Context: an optimization exercise on an open-source flow, tuned for small area, a short achievable clock period and few clock cycles per item. The choices shown serve that exercise and are no tape-out recipe.
Only simulation tests tie the RTL to the original design; equivalence was not proved.
No activity file was given, so power comes from the tool's default toggle rates.

### constraint.sdc
create_clock -name core_clock -period 6.0 [get_ports {clk}]
set_input_delay 1.2000 -clock core_clock [delete_from_list [all_inputs] [get_ports {clk}]]
set_output_delay 1.2000 -clock core_clock [all_outputs]
set_load 0.01 [all_outputs]
### design.v
package aora_pkg;
	localparam int ACTION_W  = 16;
	localparam int BOUND_W   = 16;
	localparam int COUNT_W   = 5;
	localparam int PADDR_W   = 3;
	localparam int PDATA_W   = 32;
	localparam int RULE_ENTRY_W  = ACTION_W + 1;
	localparam int RANGE_ENTRY_W = 2 * BOUND_W + 1;
	localparam logic OP_LOAD  = 1'b0;
	localparam logic OP_CHECK = 1'b1;
	localparam logic [0:0] REG_ALLOW_ALL  = 1'b0;
	localparam logic [0:0] REG_RULE_COUNT = 1'b1;
	typedef struct packed {
		logic               allow_all;
		logic [COUNT_W-1:0] rule_count;
	} cfg_t;
endpackage
import aora_pkg::*;
module aora_regs (
	input  logic               clk,
	input  logic               arst_n,
	input  logic               psel,
	input  logic               penable,
	input  logic               pwrite,
	input  logic [PADDR_W-1:0] paddr,
	input  logic [PDATA_W-1:0] pwdata,
	output logic [PDATA_W-1:0] prdata,
	output logic               pready,
	output aora_pkg::cfg_t               cfg
);
	aora_pkg::cfg_t       cfg_q;
	logic [0:0] reg_idx;
	assign reg_idx = paddr[2:2];
	assign pready  = 1'b1;
	assign cfg     = cfg_q;
	always_ff @(posedge clk or negedge arst_n) begin
		if (!arst_n) begin
			cfg_q <= '0;
		end else if (psel && penable && pwrite) begin
			case (reg_idx)
				REG_ALLOW_ALL:  cfg_q.allow_all  <= pwdata[0];
				REG_RULE_COUNT: cfg_q.rule_count <= pwdata[COUNT_W-1:0];
				default: ;
			endcase
		end
	end
	always_comb begin
		case (reg_idx)
			REG_ALLOW_ALL:  prdata = {{(PDATA_W-1){1'b0}}, cfg_q.allow_all};
			REG_RULE_COUNT: prdata = {{(PDATA_W-COUNT_W){1'b0}}, cfg_q.rule_count};
			default:        prdata = '0;
		endcase
	end
endmodule
import aora_pkg::*;
module aora_ram #(
	parameter int MAX_RULES  = 16,
	parameter int MAX_RANGES = 8
) (
	input  logic                  clk,
	input  logic                  arst_n,
	input  logic                  we,
	input  logic [3:0]            widx,
	input  logic [2:0]            wslot,
	input  logic [ACTION_W-1:0]   wact,
	input  logic                  wany,
	input  logic [BOUND_W-1:0]    wlow,
	input  logic [BOUND_W-1:0]    whigh,
	input  logic                  wvalid,
	input  logic [MAX_RULES-1:0]  rule_on,
	input  logic [ACTION_W-1:0]   qact,
	input  logic [BOUND_W-1:0]    qopt,
	output logic                  hit
);
	logic [ACTION_W-1:0] act_q [MAX_RULES];
	logic                any_q [MAX_RULES];
	logic [MAX_RULES-1:0] rule_hit;
	for (genvar r = 0; r < MAX_RULES; r++) begin : g_rule
		logic                rwe;
		logic [MAX_RANGES-1:0] slot_hit;
		assign rwe = we && (widx == 4'(r));
		always_ff @(posedge clk) begin
			if (rwe) begin
				act_q[r] <= wact;
				any_q[r] <= wany;
			end
		end
		for (genvar s = 0; s < MAX_RANGES; s++) begin : g_slot
			logic               swe;
			logic               vld_q;
			logic [BOUND_W-1:0] lo_q;
			logic [BOUND_W-1:0] hi_q;
			assign swe = rwe && (wslot == 3'(s));
			always_ff @(posedge clk or negedge arst_n) begin
				if (!arst_n) begin
					vld_q <= 1'b0;
				end else if (swe) begin
					vld_q <= wvalid;
				end
			end
			always_ff @(posedge clk) begin
				if (swe) begin
					lo_q <= wlow;
					hi_q <= whigh;
				end
			end
			assign slot_hit[s] = vld_q && (qopt >= lo_q) && (qopt <= hi_q);
		end
		assign rule_hit[r] = rule_on[r] && (any_q[r] || (act_q[r] == qact))
			&& (|slot_hit);
	end
	assign hit = |rule_hit;
endmodule
import aora_pkg::*;
module aora_ctrl #(
	parameter int MAX_RULES = 16
) (
	input  logic                  clk,
	input  logic                  arst_n,
	input  aora_pkg::cfg_t        cfg,
	input  logic                  start,
	output logic                  busy,
	input  logic                  operation,
	input  logic [BOUND_W-1:0]    slot_low,
	input  logic [BOUND_W-1:0]    slot_high,
	input  logic                  hit,
	output logic                  we,
	output logic [MAX_RULES-1:0]  rule_on,
	output logic                  done,
	output logic                  authorized,
	output logic                  no_rules,
	output logic                  load_rejected
);
	logic bad_bounds;
	logic count_zero;
	assign busy       = 1'b0;
	assign bad_bounds = slot_low > slot_high;
	assign count_zero = (cfg.rule_count == '0);
	assign we         = start && (operation == OP_LOAD) && !bad_bounds;
	for (genvar r = 0; r < MAX_RULES; r++) begin : g_on
		assign rule_on[r] = (cfg.rule_count > COUNT_W'(r));
	end
	always_ff @(posedge clk or negedge arst_n) begin
		if (!arst_n) begin
			done <= 1'b0;
		end else begin
			done <= start;
		end
	end
	always_ff @(posedge clk) begin
		if (operation == OP_LOAD) begin
			authorized    <= 1'b0;
			no_rules      <= 1'b0;
			load_rejected <= bad_bounds;
		end else begin
			authorized    <= cfg.allow_all || hit;
			no_rules      <= !cfg.allow_all && count_zero;
			load_rejected <= 1'b0;
		end
	end
endmodule
import aora_pkg::*;
module action_option_range_acl #(
	parameter int MAX_RULES  = 16,
	parameter int MAX_RANGES = 8
) (
	input  logic                clk,
	input  logic                arst_n,
	input  logic                psel,
	input  logic                penable,
	input  logic                pwrite,
	input  logic [PADDR_W-1:0]  paddr,
	input  logic [PDATA_W-1:0]  pwdata,
	output logic [PDATA_W-1:0]  prdata,
	output logic                pready,
	input  logic                start,
	output logic                busy,
	input  logic                operation,
	input  logic [3:0]          rule_index,
	input  logic [2:0]          slot_index,
	input  logic [ACTION_W-1:0] rule_action_id,
	input  logic                rule_any_action,
	input  logic [BOUND_W-1:0]  slot_low,
	input  logic [BOUND_W-1:0]  slot_high,
	input  logic                slot_enable,
	input  logic [ACTION_W-1:0] query_action,
	input  logic [BOUND_W-1:0]  query_option,
	output logic                done,
	output logic                authorized,
	output logic                no_rules,
	output logic                load_rejected
);
	aora_pkg::cfg_t       cfg;
	logic                 we;
	logic                 hit;
	logic [MAX_RULES-1:0] rule_on;
	aora_regs u_regs (
		.clk     (clk),
		.arst_n  (arst_n),
		.psel    (psel),
		.penable (penable),
		.pwrite  (pwrite),
		.paddr   (paddr),
		.pwdata  (pwdata),
		.prdata  (prdata),
		.pready  (pready),
		.cfg     (cfg)
	);
	aora_ctrl #(
		.MAX_RULES (MAX_RULES)
	) u_ctrl (
		.clk           (clk),
		.arst_n        (arst_n),
		.cfg           (cfg),
		.start         (start),
		.busy          (busy),
		.operation     (operation),
		.slot_low      (slot_low),
		.slot_high     (slot_high),
		.hit           (hit),
		.we            (we),
		.rule_on       (rule_on),
		.done          (done),
		.authorized    (authorized),
		.no_rules      (no_rules),
		.load_rejected (load_rejected)
	);
	aora_ram #(
		.MAX_RULES  (MAX_RULES),
		.MAX_RANGES (MAX_RANGES)
	) u_table (
		.clk     (clk),
		.arst_n  (arst_n),
		.we      (we),
		.widx    (rule_index),
		.wslot   (slot_index),
		.wact    (rule_action_id),
		.wany    (rule_any_action),
		.wlow    (slot_low),
		.whigh   (slot_high),
		.wvalid  (slot_enable),
		.rule_on (rule_on),
		.qact    (query_action),
		.qopt    (query_option),
		.hit     (hit)
	);
endmodule
### run.sh
#!/bin/bash
# synth_recipe.tcl (not shown) runs the flow's synth.tcl, then flattens the netlist and writes it again
# the make line also repeats each setting of config.mk as NAME=value (left out here)
make -C /OpenROAD-flow-scripts/flow DESIGN_CONFIG=/design/flow/config.mk WORK_HOME=/design/flow/orfs CLKGATE_MAP_FILE= SYNTH_SCRIPT=/design/flow/synth_recipe.tcl finish
### config.mk
export PLATFORM = sky130hd
export DESIGN_NAME = action_option_range_acl
export DESIGN_NICKNAME = action_option_range_acl
export VERILOG_FILES = /design/flow/design.v
export SDC_FILE = /design/flow/constraint.sdc
export NUM_CORES = 4
export LEC_CHECK = 0
export CAP_MARGIN = 20
export CORE_MARGIN = 2
export CORE_UTILIZATION = 40
export SLEW_MARGIN = 20
export SYNTH_MEMORY_MAX_BITS = 8192
==> run summary <==
## kinds of logic after synthesis
family          after synthesis  synth area share
flops                      4506             0.557
xor+xnor                    256           0.00928
mux                         135           0.00629
simple gates               2834            0.0634
other cells                   2         0.0000311
buf+inv                    4067            0.0640
compound gates             3338            0.0867
fa+ha+maj                  4112             0.213
## metal layers
| metal | vias to the layer above | share of wire | wire (µm) | global-route usage |
|---|---|---|---|---|
| li1 | 72800 | - | - | - |
| met1 | 79000 | 0.42 | 316000 | 0.323 |
| met2 | 5558 | 0.47 | 356000 | 0.409 |
| met3 | 1166 | 0.072 | 54500 | 0.0312 |
| met4 | 12 | 0.037 | 27900 | 0.0783 |
| met5 | - | 0.000093 | 70 | 0 |
## final timing paths
check                                                  endpoint                            startpoint
min                           u_table.g_rule[1].g_slot[4].vld_q                                arst_n
min in group core_clock    u_table.g_rule[13].g_slot[6].hi_q[6]                          slot_high[6]
max reg2reg                                   u_ctrl.authorized  u_table.g_rule[10].g_slot[3].lo_q[0]
max in group asynchronous     u_table.g_rule[8].g_slot[6].vld_q                                arst_n
max                                           u_ctrl.authorized                       query_option[0]
min reg2reg                   u_table.g_rule[0].g_slot[3].vld_q     u_table.g_rule[0].g_slot[3].vld_q
## worst register-to-register path, stage by stage, from the launching register on
cell	delay (ns)
edfxtp_1	0.38
ha_1	0.27
nand2b_1	0.14
a2111oi_0	0.49
o31ai_1	0.18
a21oi_1	0.18
a2bb2oi_1	0.18
o22ai_1	0.12
buf_4	0.21
o41ai_1	0.39
buf_4	0.19
or4b_1	0.43
buf_4	0.18
a2111oi_2	0.33
a41oi_1	0.17
## registers in the layout, indices dropped and copies added, names as in the netlist
register,flops
u_ctrl.authorized,1
u_ctrl.done,1
u_ctrl.load_rejected,1
u_ctrl.no_rules,1
u_regs.cfg_q,6
u_table.act_q,256
u_table.any_q,16
u_table.g_rule.g_slot.hi_q,2048
u_table.g_rule.g_slot.lo_q,2048
u_table.g_rule.g_slot.vld_q,128
## cell usage in the layout, fill, tap and decap left out, types with 44 or more instances in the layout
cell type	count
dfrtp_1	135
a211oi_1	200
a2111oi_0	61
nand2_1	546
clkbuf_16	477
nand4_1	710
buf_4	603
a221oi_1	52
nand3_1	319
edfxtp_1	4368
nand2b_1	115
clkinv_1	78
clkbuf_8	44
o21a_1	46
a21oi_1	1338
ha_1	4112
xnor2_1	256
buf_12	188
nor4_1	65
clkdlybuf4s50_1	61
clkbuf_1	107
mux2_1	45
mux2_2	90
bufinv_16	46
a21o_1	522
and4_1	79
clkinv_2	105
buf_8	49
o21ai_0	539
o31ai_1	62
o211ai_1	120
nor3_4	64
nor2b_1	225
nor3_1	128
nor2_1	355
inv_1	3957
## cells in the mapped netlist (all sizes together), types with 35 or more instances
master,number,area (µm²)
a2111oi,66,584
a211o,38,333
a211oi,201,1510
a21boi,41,308
a21o,522,3920
a21oi,1338,6700
a221oi,53,470
and4,79,692
buf,44,349
clkbuf,65,244
dfrtp,135,3380
edfxtp,4368,131000
ha,4112,51400
inv,3958,14900
mux2,135,1520
nand2,549,2060
nand2b,115,719
nand3,321,1610
nand4,710,4440
nor2,419,1570
nor2b,226,1410
nor3,192,1290
nor4,67,419
o2111ai,35,357
o211ai,121,922
o21a,46,345
o21ai,539,2700
o31ai,62,465
xnor2,256,2240
## layout make-up
class,instances,area share
clock inverter,268,0.0104
inverter,3958,0.0536
multi-input combinational,10700,0.333
tap,8036,0.0362
sequential,4506,0.485
clock buffer,628,0.0466
antenna,14,0.000126
timing repair buffer,901,0.0347
## power breakdown
part	internal (W)	total, W	switching [W]
clock	0.0172	0.0302	0.0130
combinational	0.00187	0.00620	0.00433
sequential	0.0346	0.0347	0.0000530
total	0.0536	0.0710	0.0174
## metrics by stage
stage / utilization / setup slack (ns) / hold WS [ns]
after floorplan: - / -1.32 / 0.451
after global placement: 0.435 / -0.244 / 0.466
after detailed placement: 0.435 / -0.127 / 0.469
after CTS: 0.461 / 1.02 / 0.0337
after global routing: 0.461 / 0.762 / 0.0600
final: 0.461 / 0.982 / 0.0858
==> impl_metrics.csv <==
group,metric,value,unit
layout,fin_nets,24800,
global_route,grt_max_degree,78,
timing,finalHoldViolations,0,
layout,synthToLayoutAreaGrowth,14.9,%
floorplanning,core,602000,µm²
floorplanning,die_h,781,µm
logic_synthesis,syn_area_per_cell,12.5,µm²
setup_path,endpoint_kind,"flip-flop",
cts,cts_tree,"built",
detailed_routing,remaining_drc_errors,0,
global_route,antenna_found_initial,87,
detailed_routing,via_per_inst,5.46,
layout,postLayoutCellArea,277000,µm²
setup_path,reg2reg_slack,2.02,ns
detailed_routing,post_drt_wl_per_cell,26.0,µm
place,globalplace.congestion,0.835,
timing,period_minus_slack,5.02,ns
layout,multiInputGateArea,92500,µm²
setup_path,r2r.worst_path.cells,14,
global_route,grt_pass1_vias,153000,
logic_synthesis,syn_area,242000,µm²
setup_path,cp_top_family,"compound AO/OA/AOI/OAI gates",
global_route,grt_remaining_overflow,0,
place,hpwl,460,mm
setup_path,cp-start-kind,"primary input",
logic_synthesis,yosysSeqAreaShare,0.557,
pwr,total_power,0.0710,W
timing,timing.fmax,0.199,GHz
pwr,p_leak,122,nW
cts,cts_resized,0,
detailed_routing,drt-total-wl,755,mm
timing,slew_headroom,0.183,
setup_path,required,6.94,ns
floorplanning,fp.dieW,781,µm
setup_path,slowest_delay,0.50,ns
cts,cts_hold_buffers,0,
detailed_routing,drt_iter0_drc,16300,
detailed_routing,ant_nets,0,
layout,layout.cells.non_filler,29000,
setup_path,path_max_fanout,17,
setup_path,crit_arrival,5.96,ns
logic_synthesis,synthFlopType,"edfxtp_1",
cts,cts_buffers,476,
floorplanning,dieArea,610000,µm²
job,maxCapViolCount,0,
detailed_routing,first_pass_iters,8,
timing,slew_violations,0,
logic_synthesis,netlist_instances,19300,
setup_path,path_buf_inv,6,
timing,fin_setup_tns,0,ns
timing,rsz0062_at_grt,"no",
floorplanning,io_pins,169,
setup_path,crit_cells,17,
place,io_buffers,110,
logic_synthesis,yosys_warnings,5,
cts,cts_buffer_depth,4,
setup_path,cpMaxStageDelayCell,"or4b_1",
global_route,grt_usage,0.242,
setup_path,cpMostUsedCell,"buf_4",
layout,ff_latch_area,135000,µm²
logic_synthesis,synthArstFlopShare,0.0300,
pwr,peakVddDrop,278,µV
detailed_routing,vias,158000,
outcome,status,"timing/DRC/antenna clean",
cts,h-tree-depth,5,
layout,drive_above_1_share,0.0866,
global_route,grt_pass1_wl,1070,mm
timing,skew,0.0958,ns
pwr,power.density,256,nW/µm²
cts,cts-root-buf,"clkbuf_16",
cts,cts_num_sinks,4506,
setup_path,crit_type,"primary input to flip-flop",
timing,timing.final.crit_share,0.836,
cts,worstSkewPairLatency,1.08,ns
layout,fillers,53800,
setup_path,path_cells,"clkdlybuf4s50_1 -> clkinvlp_4 -> buf_12 -> buf_4 -> buf_4 -> ha_1 -> nand2b_1 -> a211o_1 -> a21oi_1 -> o21ai_0 -> a31oi_1 -> a2bb2oi_1 -> a311oi_1 -> or4b_1 -> buf_4 -> a2111oi_2 -> a41oi_1",
worst_hold_path,hold_class,"primary input to async pin",
timing,setup_violations,0,
timing,tightestPinTransition,1.22,ns
place,placedCellCount,28100,
logic_synthesis,synth_seq_cells,4506,
place,dpl-instance-area,262000,µm²
logic_synthesis,ys_types,84,
cts,postCtsSetupRepairBufs,0,
cts,clk_pin_slew,0.06,ns
logic_synthesis,synth_edf_count,4368,
floorplanning,start_util,0.401,
floorplanning,num_rows,285,
Testbench counts, summed over its fixed seeds: cycles 3,937, items 3,877.

## re-timing with driven ports
No port has a modelled driver above. Below, the same layout with a new extraction and two added sets of constraints. Step 1 assumes that a clkbuf_16 drives the clock port and a buf_2 every other input. Step 2 also shifts input and output timing later by t, the mid clock arrival at the registers, as if the neighbouring blocks saw the same clock. a / b / c = no drivers / after step 1 / after step 2; a / b = the first two.
t (ns): 1.173
setup WS [ns]: 0.982 / 1.065 / -0.108
worst setup path after step 2: input to register
worst register clock-pin slew, ns: 0.07 / 0.07
worst data-port slew with drivers (ns): 0.39
Met with ideal ports but missed after step 2: setup timing in this run. The setup slack of this run moves by +0.083 ns with the drivers and by -1.090 ns with both steps.
